What follows belongs to an exercise in optimizing a design on an open flow for small area, a short achievable clock period and few clock cycles per item; a production flow would make more cautious choices.
In this exercise RTL edits were held to simulation tests only and were not proved equivalent to the original.

**flow/config.mk**
```make
export PLATFORM = sky130hd
export DESIGN_NAME = poolReluPE
export DESIGN_NICKNAME = poolReluPE
export VERILOG_FILES = /design/flow/design.v
export SDC_FILE = /design/flow/constraint.sdc
export NUM_CORES = 4
export LEC_CHECK = 0
export CAP_MARGIN = 20
export CORE_MARGIN = 2
export CORE_UTILIZATION = 40
export SLEW_MARGIN = 20
```
**flow/run.sh**
```bash
#!/bin/bash
# synth_recipe.tcl (not shown) runs the flow's synth.tcl, then flattens the netlist and writes it again
# the make line also repeats each setting of config.mk as NAME=value (left out here)
make -C /OpenROAD-flow-scripts/flow DESIGN_CONFIG=/design/flow/config.mk WORK_HOME=/design/flow/orfs CLKGATE_MAP_FILE= SYNTH_SCRIPT=/design/flow/synth_recipe.tcl finish
```
**flow/constraint.sdc**
```tcl
create_clock -name core_clock -period 15.0 [get_ports {clock}]
set_input_delay 3.0000 -clock core_clock [delete_from_list [all_inputs] [get_ports {clock}]]
set_output_delay 3.0000 -clock core_clock [all_outputs]
set_load 0.01 [all_outputs]
```
**flow/design.v**
```verilog
package peTypes;
  localparam int dataWidth = 8;
  localparam int bufferDepth = 256;
  localparam int addressWidth = 8;
  localparam int requesterCount = 4;
  localparam logic [addressWidth-1:0] outputBase = 8'd128;
  localparam logic [dataWidth-1:0] opPool = 8'd2;
  localparam logic [dataWidth-1:0] opRelu = 8'd3;
  localparam int inputCredits = 2;
  localparam int outputCredits = 4;
  localparam logic signed [dataWidth-1:0] mostNegative = 8'sh80;
  typedef struct packed {
    logic valid;
    logic [dataWidth-1:0] data;
  } streamByte;
  typedef struct packed {
    logic valid;
    logic write;
    logic [addressWidth-1:0] address;
    logic [dataWidth-1:0] data;
  } bufferRequest;
  typedef struct packed {
    logic [7:0] opcode;
    logic [7:0] channels;
    logic [7:0] outRows;
    logic [7:0] outCols;
    logic [7:0] windowRows;
    logic [7:0] windowCols;
    logic [7:0] rowStride;
    logic [7:0] colStride;
    logic [15:0] inRows;
    logic [15:0] inCols;
    logic [15:0] inputSize;
    logic [15:0] outputSize;
  } layerConfig;
endpackage
`timescale 1ns/1ps
import peTypes::*;
module commandParser (
  input logic clock,
  input logic reset,
  input peTypes::streamByte inStream,
  output logic inCredit,
  input logic streamDone,
  output peTypes::bufferRequest request,
  input logic grant,
  output logic poolStart,
  output logic reluStart,
  output peTypes::layerConfig cfg
);
  typedef enum logic [2:0] {
    waitOpcode,
    readDims,
    sizeLayer,
    loadInputs,
    waitStream
  } parserState;
  parserState state;
  logic [dataWidth-1:0] fifoData [inputCredits];
  logic [$clog2(inputCredits)-1:0] writePtr;
  logic [$clog2(inputCredits)-1:0] readPtr;
  logic [$clog2(inputCredits):0] fifoCount;
  logic [dataWidth-1:0] popData;
  logic consume;
  logic pop;
  logic [2:0] dimIndex;
  logic [2:0] lastDim;
  logic [15:0] loadCount;
  logic [15:0] rowSpan;
  logic [15:0] colSpan;
  logic loadDone;
  assign popData = fifoData[readPtr];
  assign pop = fifoCount != '0 && consume;
  always_comb begin
    case (state)
      waitOpcode, readDims: consume = 1'b1;
      loadInputs: consume = !loadDone && (!request.valid || grant);
      default: consume = 1'b0;
    endcase
  end
  always_ff @(posedge clock) begin
    if (inStream.valid) begin
      fifoData[writePtr] <= inStream.data;
    end
  end
  always_ff @(posedge clock) begin
    if (reset) begin
      writePtr <= '0;
      readPtr <= '0;
      fifoCount <= '0;
      inCredit <= 1'b0;
    end else begin
      if (inStream.valid) begin
        writePtr <= writePtr + 1'b1;
      end
      if (pop) begin
        readPtr <= readPtr + 1'b1;
      end
      fifoCount <= fifoCount + 2'(inStream.valid) - 2'(pop);
      inCredit <= pop;
    end
  end
  assign lastDim = (cfg.opcode == opPool) ? 3'd6 : 3'd2;
  assign loadDone = loadCount == cfg.inputSize;
  assign rowSpan = 16'(cfg.outRows - 8'd1) * 16'(cfg.rowStride) + 16'(cfg.windowRows);
  assign colSpan = 16'(cfg.outCols - 8'd1) * 16'(cfg.colStride) + 16'(cfg.windowCols);
  always_ff @(posedge clock) begin
    if (reset) begin
      state <= waitOpcode;
      request.valid <= 1'b0;
      poolStart <= 1'b0;
      reluStart <= 1'b0;
    end else begin
      poolStart <= 1'b0;
      reluStart <= 1'b0;
      if (grant) begin
        request.valid <= 1'b0;
      end
      case (state)
        waitOpcode: begin
          dimIndex <= '0;
          if (pop) begin
            cfg.opcode <= popData;
            cfg.windowRows <= 8'd1;
            cfg.windowCols <= 8'd1;
            cfg.rowStride <= 8'd1;
            cfg.colStride <= 8'd1;
            if (popData == opPool || popData == opRelu) begin
              state <= readDims;
            end
          end
        end
        readDims: begin
          if (pop) begin
            dimIndex <= dimIndex + 3'd1;
            if (cfg.opcode == opPool) begin
              case (dimIndex)
                3'd0: cfg.channels <= popData;
                3'd1: cfg.outRows <= popData;
                3'd2: cfg.outCols <= popData;
                3'd3: cfg.windowRows <= popData;
                3'd4: cfg.windowCols <= popData;
                3'd5: cfg.rowStride <= popData;
                default: cfg.colStride <= popData;
              endcase
            end else begin
              case (dimIndex)
                3'd0: cfg.outRows <= popData;
                3'd1: cfg.outCols <= popData;
                default: cfg.channels <= popData;
              endcase
            end
            if (dimIndex == lastDim) begin
              state <= sizeLayer;
            end
          end
        end
        sizeLayer: begin
          cfg.inRows <= rowSpan;
          cfg.inCols <= colSpan;
          cfg.inputSize <= rowSpan * colSpan * 16'(cfg.channels);
          cfg.outputSize <= 16'(cfg.outRows) * 16'(cfg.outCols) * 16'(cfg.channels);
          loadCount <= '0;
          state <= loadInputs;
        end
        loadInputs: begin
          if (pop) begin
            request.valid <= 1'b1;
            request.write <= 1'b1;
            request.address <= loadCount[addressWidth-1:0];
            request.data <= popData;
            loadCount <= loadCount + 16'd1;
          end
          if (grant && loadDone) begin
            state <= waitStream;
            poolStart <= cfg.opcode == opPool;
            reluStart <= cfg.opcode == opRelu;
          end
        end
        waitStream: begin
          if (streamDone) begin
            state <= waitOpcode;
          end
        end
        default: state <= waitOpcode;
      endcase
    end
  end
endmodule
`timescale 1ns/1ps
import peTypes::*;
module activationBuffer (
  input logic clock,
  input logic reset,
  input peTypes::bufferRequest request0,
  input peTypes::bufferRequest request1,
  input peTypes::bufferRequest request2,
  input peTypes::bufferRequest request3,
  output logic [peTypes::requesterCount-1:0] grants,
  output logic signed [peTypes::dataWidth-1:0] readData
);
  logic signed [dataWidth-1:0] memory [bufferDepth];
  peTypes::bufferRequest selected;
  always_comb begin
    grants = '0;
    selected = '0;
    if (request0.valid) begin
      grants[0] = 1'b1;
      selected = request0;
    end else if (request1.valid) begin
      grants[1] = 1'b1;
      selected = request1;
    end else if (request2.valid) begin
      grants[2] = 1'b1;
      selected = request2;
    end else if (request3.valid) begin
      grants[3] = 1'b1;
      selected = request3;
    end
  end
  always_ff @(posedge clock) begin
    if (selected.valid) begin
      if (selected.write) begin
        memory[selected.address] <= selected.data;
      end else begin
        readData <= memory[selected.address];
      end
    end
  end
endmodule
`timescale 1ns/1ps
import peTypes::*;
module poolEngine (
  input logic clock,
  input logic reset,
  input logic start,
  input peTypes::layerConfig cfg,
  output peTypes::bufferRequest request,
  input logic grant,
  input logic signed [peTypes::dataWidth-1:0] readData,
  output logic computeDone
);
  typedef enum logic [1:0] {
    poolIdle,
    poolRead,
    poolWrite
  } poolState;
  poolState state;
  logic [7:0] windowCol;
  logic [7:0] windowRow;
  logic [7:0] outCol;
  logic [7:0] outRow;
  logic [7:0] channel;
  logic [15:0] channelBase;
  logic [15:0] inRow;
  logic [15:0] inCol;
  logic [15:0] inAddress;
  logic [addressWidth-1:0] outIndex;
  logic signed [dataWidth-1:0] runningMax;
  logic signed [dataWidth-1:0] updatedMax;
  logic pending;
  logic windowEnd;
  logic lastOutput;
  assign inRow = 16'(outRow) * 16'(cfg.rowStride) + 16'(windowRow);
  assign inCol = 16'(outCol) * 16'(cfg.colStride) + 16'(windowCol);
  assign inAddress = channelBase + inRow * cfg.inCols + inCol;
  assign updatedMax = (pending && readData > runningMax) ? readData : runningMax;
  assign windowEnd = windowCol == cfg.windowCols - 8'd1 && windowRow == cfg.windowRows - 8'd1;
  assign lastOutput = outCol == cfg.outCols - 8'd1 && outRow == cfg.outRows - 8'd1 &&
                      channel == cfg.channels - 8'd1;
  always_comb begin
    request.valid = state != poolIdle;
    request.write = state == poolWrite;
    request.address = (state == poolWrite) ? outputBase + outIndex
                                           : inAddress[addressWidth-1:0];
    request.data = updatedMax;
  end
  always_ff @(posedge clock) begin
    if (reset) begin
      state <= poolIdle;
      pending <= 1'b0;
      computeDone <= 1'b0;
    end else begin
      pending <= grant && state == poolRead;
      computeDone <= grant && state == poolWrite && lastOutput;
      case (state)
        poolIdle: begin
          if (start) begin
            state <= poolRead;
          end
        end
        poolRead: begin
          if (grant && windowEnd) begin
            state <= poolWrite;
          end
        end
        poolWrite: begin
          if (grant) begin
            state <= lastOutput ? poolIdle : poolRead;
          end
        end
        default: state <= poolIdle;
      endcase
    end
  end
  always_ff @(posedge clock) begin
    if (pending) begin
      runningMax <= updatedMax;
    end
    if (state == poolIdle && start) begin
      windowCol <= '0;
      windowRow <= '0;
      outCol <= '0;
      outRow <= '0;
      channel <= '0;
      channelBase <= '0;
      outIndex <= '0;
      runningMax <= mostNegative;
    end else if (state == poolRead && grant) begin
      if (windowCol == cfg.windowCols - 8'd1) begin
        windowCol <= '0;
        windowRow <= (windowRow == cfg.windowRows - 8'd1) ? 8'd0 : windowRow + 8'd1;
      end else begin
        windowCol <= windowCol + 8'd1;
      end
    end else if (state == poolWrite && grant) begin
      runningMax <= mostNegative;
      outIndex <= outIndex + 1'b1;
      if (outCol == cfg.outCols - 8'd1) begin
        outCol <= '0;
        if (outRow == cfg.outRows - 8'd1) begin
          outRow <= '0;
          channel <= channel + 8'd1;
          channelBase <= channelBase + cfg.inRows * cfg.inCols;
        end else begin
          outRow <= outRow + 8'd1;
        end
      end else begin
        outCol <= outCol + 8'd1;
      end
    end
  end
endmodule
`timescale 1ns/1ps
import peTypes::*;
module reluEngine (
  input logic clock,
  input logic reset,
  input logic start,
  input peTypes::layerConfig cfg,
  output peTypes::bufferRequest request,
  input logic grant,
  input logic signed [peTypes::dataWidth-1:0] readData,
  output logic computeDone
);
  typedef enum logic [1:0] {
    reluIdle,
    reluRead,
    reluWrite
  } reluState;
  reluState state;
  logic [addressWidth-1:0] elementIndex;
  logic fresh;
  logic signed [dataWidth-1:0] clamped;
  logic signed [dataWidth-1:0] heldValue;
  logic signed [dataWidth-1:0] writeValue;
  logic lastIndex;
  assign clamped = readData[dataWidth-1] ? '0 : readData;
  assign writeValue = fresh ? clamped : heldValue;
  assign lastIndex = 16'(elementIndex) == cfg.inputSize - 16'd1;
  always_comb begin
    request.valid = state != reluIdle;
    request.write = state == reluWrite;
    request.address = (state == reluWrite) ? outputBase + elementIndex : elementIndex;
    request.data = writeValue;
  end
  always_ff @(posedge clock) begin
    if (reset) begin
      state <= reluIdle;
      fresh <= 1'b0;
      computeDone <= 1'b0;
    end else begin
      fresh <= grant && state == reluRead;
      computeDone <= grant && state == reluWrite && lastIndex;
      case (state)
        reluIdle: begin
          if (start) begin
            state <= reluRead;
          end
        end
        reluRead: begin
          if (grant) begin
            state <= reluWrite;
          end
        end
        reluWrite: begin
          if (grant) begin
            state <= lastIndex ? reluIdle : reluRead;
          end
        end
        default: state <= reluIdle;
      endcase
    end
  end
  always_ff @(posedge clock) begin
    if (fresh) begin
      heldValue <= clamped;
    end
    if (state == reluIdle && start) begin
      elementIndex <= '0;
    end else if (state == reluWrite && grant) begin
      elementIndex <= elementIndex + 1'b1;
    end
  end
endmodule
`timescale 1ns/1ps
import peTypes::*;
module resultStreamer (
  input logic clock,
  input logic reset,
  input logic start,
  input peTypes::layerConfig cfg,
  output peTypes::bufferRequest request,
  input logic grant,
  input logic signed [peTypes::dataWidth-1:0] readData,
  output peTypes::streamByte outStream,
  input logic outCreditReturn,
  output logic streamDone
);
  typedef enum logic {
    streamIdle,
    streamRead
  } streamState;
  streamState state;
  logic [addressWidth-1:0] readIndex;
  logic [2:0] credits;
  logic pending;
  logic finalPending;
  logic lastRead;
  assign lastRead = 16'(readIndex) == cfg.outputSize - 16'd1;
  always_comb begin
    request.valid = state == streamRead && credits != 3'd0;
    request.write = 1'b0;
    request.address = outputBase + readIndex;
    request.data = '0;
  end
  always_comb begin
    outStream.valid = pending;
    outStream.data = readData;
  end
  always_ff @(posedge clock) begin
    if (reset) begin
      state <= streamIdle;
      credits <= 3'(outputCredits);
      pending <= 1'b0;
      finalPending <= 1'b0;
      streamDone <= 1'b0;
    end else begin
      pending <= grant;
      finalPending <= grant && lastRead;
      streamDone <= pending && finalPending;
      credits <= credits - 3'(grant) + 3'(outCreditReturn);
      case (state)
        streamIdle: begin
          if (start) begin
            state <= streamRead;
          end
        end
        default: begin
          if (grant && lastRead) begin
            state <= streamIdle;
          end
        end
      endcase
    end
  end
  always_ff @(posedge clock) begin
    if (state == streamIdle && start) begin
      readIndex <= '0;
    end else if (grant) begin
      readIndex <= readIndex + 1'b1;
    end
  end
endmodule
`timescale 1ns/1ps
import peTypes::*;
module processingElement (
  input logic clock,
  input logic reset,
  input peTypes::streamByte inStream,
  output logic inCredit,
  output peTypes::streamByte outStream,
  input logic outCreditReturn
);
  peTypes::bufferRequest request0;
  peTypes::bufferRequest request1;
  peTypes::bufferRequest request2;
  peTypes::bufferRequest request3;
  logic [requesterCount-1:0] grants;
  logic signed [dataWidth-1:0] readData;
  peTypes::layerConfig cfg;
  logic poolStart;
  logic reluStart;
  logic poolDone;
  logic reluDone;
  logic computeDone;
  logic streamDone;
  assign computeDone = poolDone | reluDone;
  commandParser parser (
    .clock(clock),
    .reset(reset),
    .inStream(inStream),
    .inCredit(inCredit),
    .streamDone(streamDone),
    .request(request0),
    .grant(grants[0]),
    .poolStart(poolStart),
    .reluStart(reluStart),
    .cfg(cfg)
  );
  activationBuffer buffer (
    .clock(clock),
    .reset(reset),
    .request0(request0),
    .request1(request1),
    .request2(request2),
    .request3(request3),
    .grants(grants),
    .readData(readData)
  );
  poolEngine pool (
    .clock(clock),
    .reset(reset),
    .start(poolStart),
    .cfg(cfg),
    .request(request1),
    .grant(grants[1]),
    .readData(readData),
    .computeDone(poolDone)
  );
  reluEngine relu (
    .clock(clock),
    .reset(reset),
    .start(reluStart),
    .cfg(cfg),
    .request(request2),
    .grant(grants[2]),
    .readData(readData),
    .computeDone(reluDone)
  );
  resultStreamer streamer (
    .clock(clock),
    .reset(reset),
    .start(computeDone),
    .cfg(cfg),
    .request(request3),
    .grant(grants[3]),
    .readData(readData),
    .outStream(outStream),
    .outCreditReturn(outCreditReturn),
    .streamDone(streamDone)
  );
endmodule
`timescale 1ns/1ps
module poolReluPE (
  input logic clock,
  input logic reset,
  input logic inValid,
  input logic [7:0] inData,
  output logic inCredit,
  output logic outValid,
  output logic [7:0] outData,
  input logic outCreditReturn
);
  peTypes::streamByte inStream;
  peTypes::streamByte outStream;
  assign inStream.valid = inValid;
  assign inStream.data = inData;
  assign outValid = outStream.valid;
  assign outData = outStream.data;
  processingElement core (
    .clock(clock),
    .reset(reset),
    .inStream(inStream),
    .inCredit(inCredit),
    .outStream(outStream),
    .outCreditReturn(outCreditReturn)
  );
endmodule
```
==> out/qor.txt <==
Setup Buffers After CTS = 0
Finished layout cell area = 0.1268 sq mm
Layout fillers = 25180
Period minus WS final = 14.18 ns
Final setup fails = 0
FF-to-FF path depth = 44
Kind of critical path = flop to flop
Nets = 8557
Worst-Margin Slew = 1.166 ns
Final WL = 298100 um
Outcome = no timing/DRC/antenna violations
Area grow syn2layout = 10.71%
Row count = 196
DR vias/cell = 5.511
Routed len/inst = 25.40 um
CTS buffer count = 245
Layout cells sized above 1 = 0.1290
Synth Cell Area = 0.1145 sq mm
Post-Syn Nets = 8516
Max stage delay cell, worst path = xnor2_1
Most used flip-flop cell after synthesis = edfxtp_1
#FFs+latches synth = 2334
Reg2reg start = core.parser.cfg[104]
Placed insts = 11290
Antenna violations before repair = 4
Iter 0 DRT Violations = 6265
Vias in the first global route = 66520
Required @ worst endpoint = 15.62 ns
Synthesis warning total = 5
Initial Util = 0.4019
Placed Area = 0.1191 sq mm
Post-synth EDFFs = 2219
Worst-path clk slew = 0.06 ns
CTS tree = done
Worst setup SP type = flop
Worst path max stage delay = 0.80 ns
Share of Yosys cell area claimed by the top area cell type = 0.5818
RSZ-0062 raised after global routing = false
Num ports = 22
Clk_skew = 0.1305 ns
Hold Buf Count CTS = 0
Pre-antenna DRT Iters = 6
Largest net degree at the start of global routing = 115
First-pass GRT wire length = 443300 um
Residual DRC = 0
Area leader, netlist = edfxtp_1
IO Port Bufs = 21
Antenna-violating nets left = 0
Unique masters post-synth = 81
Fin util = 0.4450
Most used cell, CP = fa_1
Clock Path Buffers = 4
Flop2flop setup slack = 0.82 ns
CTS root buffer = clkbuf_16
Final period util = 0.9455
Synth top area cells = edfxtp_1 (58%), mux4_2 (10%), fa_1 (7.6%)
Peak Freq = 0.07051 GHz
Total negative setup slack = 0 ns
Count leader, synth = edfxtp_1
Relative slew slack = 0.2145
Synth cell count leaders = edfxtp_1 (2219), nand2_1 (931), inv_1 (598)
Seq/Total Area, Yosys = 0.6019
CP Capture Type = flop
DIE WIDTH = 539.1 um
MaxCap Viol Count = 0
Critical Path End = core.parser.cfg[31]
Post-Syn Instances = 7737
# resized after CTS = 0
Arr. time, crit path = 14.80 ns
Final GP Congestion = 0.8600
Worst min path class = flop to flop
Slew Viols, Final = 0
Gr ovfl total = 0
CP max FO = 21
Die H = 539.1 um
Mean post-synth cell area = 14.80 sq um
Post-synth ARST share = 0
Gr usage total = 0.2033
Clock sinks = 2334
Worst Setup SP = core.parser.cfg[104]
DR vias = 64670
Clock Latency Late Sink = 0.93 ns
Die area = 0.2906 sq mm
Detailed Place HPWL = 193500 um
H-Tree Depth = 4
Hold Fails Final Rpt = 0
CORE AREA = 0.2850 sq mm
Final Non-Filler Cells = 11730
Crit Reg-Reg Endpoint = core.parser.cfg[31]
[worst min path at each step]
stage,startpoint,to,slack [ns],cells past startpoint
global route,core.streamer.finalPending,core.streamer.streamDone,0.45,2
floorplan,core.streamer.finalPending,core.streamer.streamDone,0.40,2
CTS,core.streamer.finalPending,core.streamer.streamDone,0.41,2
global placement,core.streamer.finalPending,core.streamer.streamDone,0.40,2
detailed placement,core.streamer.finalPending,core.streamer.streamDone,0.40,2
finish,core.streamer.finalPending,core.streamer.streamDone,0.41,2
[cell usage in the layout, fill, tap and decap left out, drive strengths merged, types with 86 or more instances in the layout]
cell,count
xor2,120
nor2,539
mux4,512
fa,433
dfxtp,115
a21oi,161
edfxtp,2219
nand3,147
buf,130
and3,86
and2,313
nand2,931
inv,609
ha,334
clkbuf,301
xnor2,224
clkinv,102
[flip-flops by register name (all words and copies together) (netlist names), 16 cells and up, named ones only]
register / count
core.parser.fifoData: 16
core.buffer.memory: 2048
core.parser.cfg: 112
core.parser.request: 17
core.parser.loadCount: 16
[routing by layer]
layer,part of all wire,GRT usage,vias to the layer above
met1,0.41,0.2690,33820
met2,0.49,0.3429,2235
li1,-,-,28090
met3,0.062,0.02771,518
met5,0.000087,0,-
met4,0.039,0.07320,4
[kinds of logic after synthesis]
kind of cell | share of synthesized area
AO/OA/AOI/OAI | 0.02817
buffers and inverters | 0.03442
AND/OR/NAND/NOR | 0.09029
multiplexers | 0.1044
flip-flops | 0.6019
XOR/XNOR | 0.02869
adder cells (fa/ha/maj) | 0.1122
[layout make-up]
cell class / count / area (sq um) / area share
clock buffers: 301 / 6392 / 0.05041
well taps: 3762 / 4707 / 0.03712
multi-input cells: 4443 / 41880 / 0.3303
diodes: 2 / 5.005 / 0.00003947
repair buffers: 151 / 1353 / 0.01067
flip-flops and latches: 2334 / 68940 / 0.5437
clock inverters: 138 / 1262 / 0.009956
inverters: 603 / 2263 / 0.01785
[metrics by stage]
step	hold slack (ns)	setup slack [ns]
3_5_place_dp	0.4005	0.8586
3_3_place_gp	0.3982	0.9594
6_report	0.4108	0.8177
2_1_floorplan	0.3952	1.883
4_1_cts	0.4101	0.7333
5_1_grt	0.4480	0.01602
[critical path: cells and delay by family (launching register included)]
kind	cells	cell delay, ns
simple gates	8	1.00
fa+ha+maj	18	8.49
xor+xnor	7	2.43
compound gates	6	1.15
flops	1	0.34
buf+inv	5	0.50
Testbench counts, summed over its fixed seeds: cycles 31,148, outputs 4,525.

==> static timing again, ports no longer ideal <==
In the flow no input, the clock included, has a driving cell. The finished layout below was timed again as built, in two steps. Step 1: set_driving_cell puts a clkbuf_16 on clock and a buf_2 on each other input, an assumption about the parent block. Step 2, shift: input delay + t, output delay - t, t = (earliest + latest rising clock arrival at the registers) / 2. This alone moves slack from input paths to output paths. Three values: ideal, step 1, step 2; two values: the first two.
shift t [ns]: 0.968
slack for setup (ns): 0.818 / 0.818 / 0.818
worst setup path after step 2: register to register
clock arrival spread, ns: 0.131 / 0.130
After both steps setup and hold are still met in this run. The setup slack of this run moves by 0.000 ns with the drivers and by 0.000 ns with both steps.
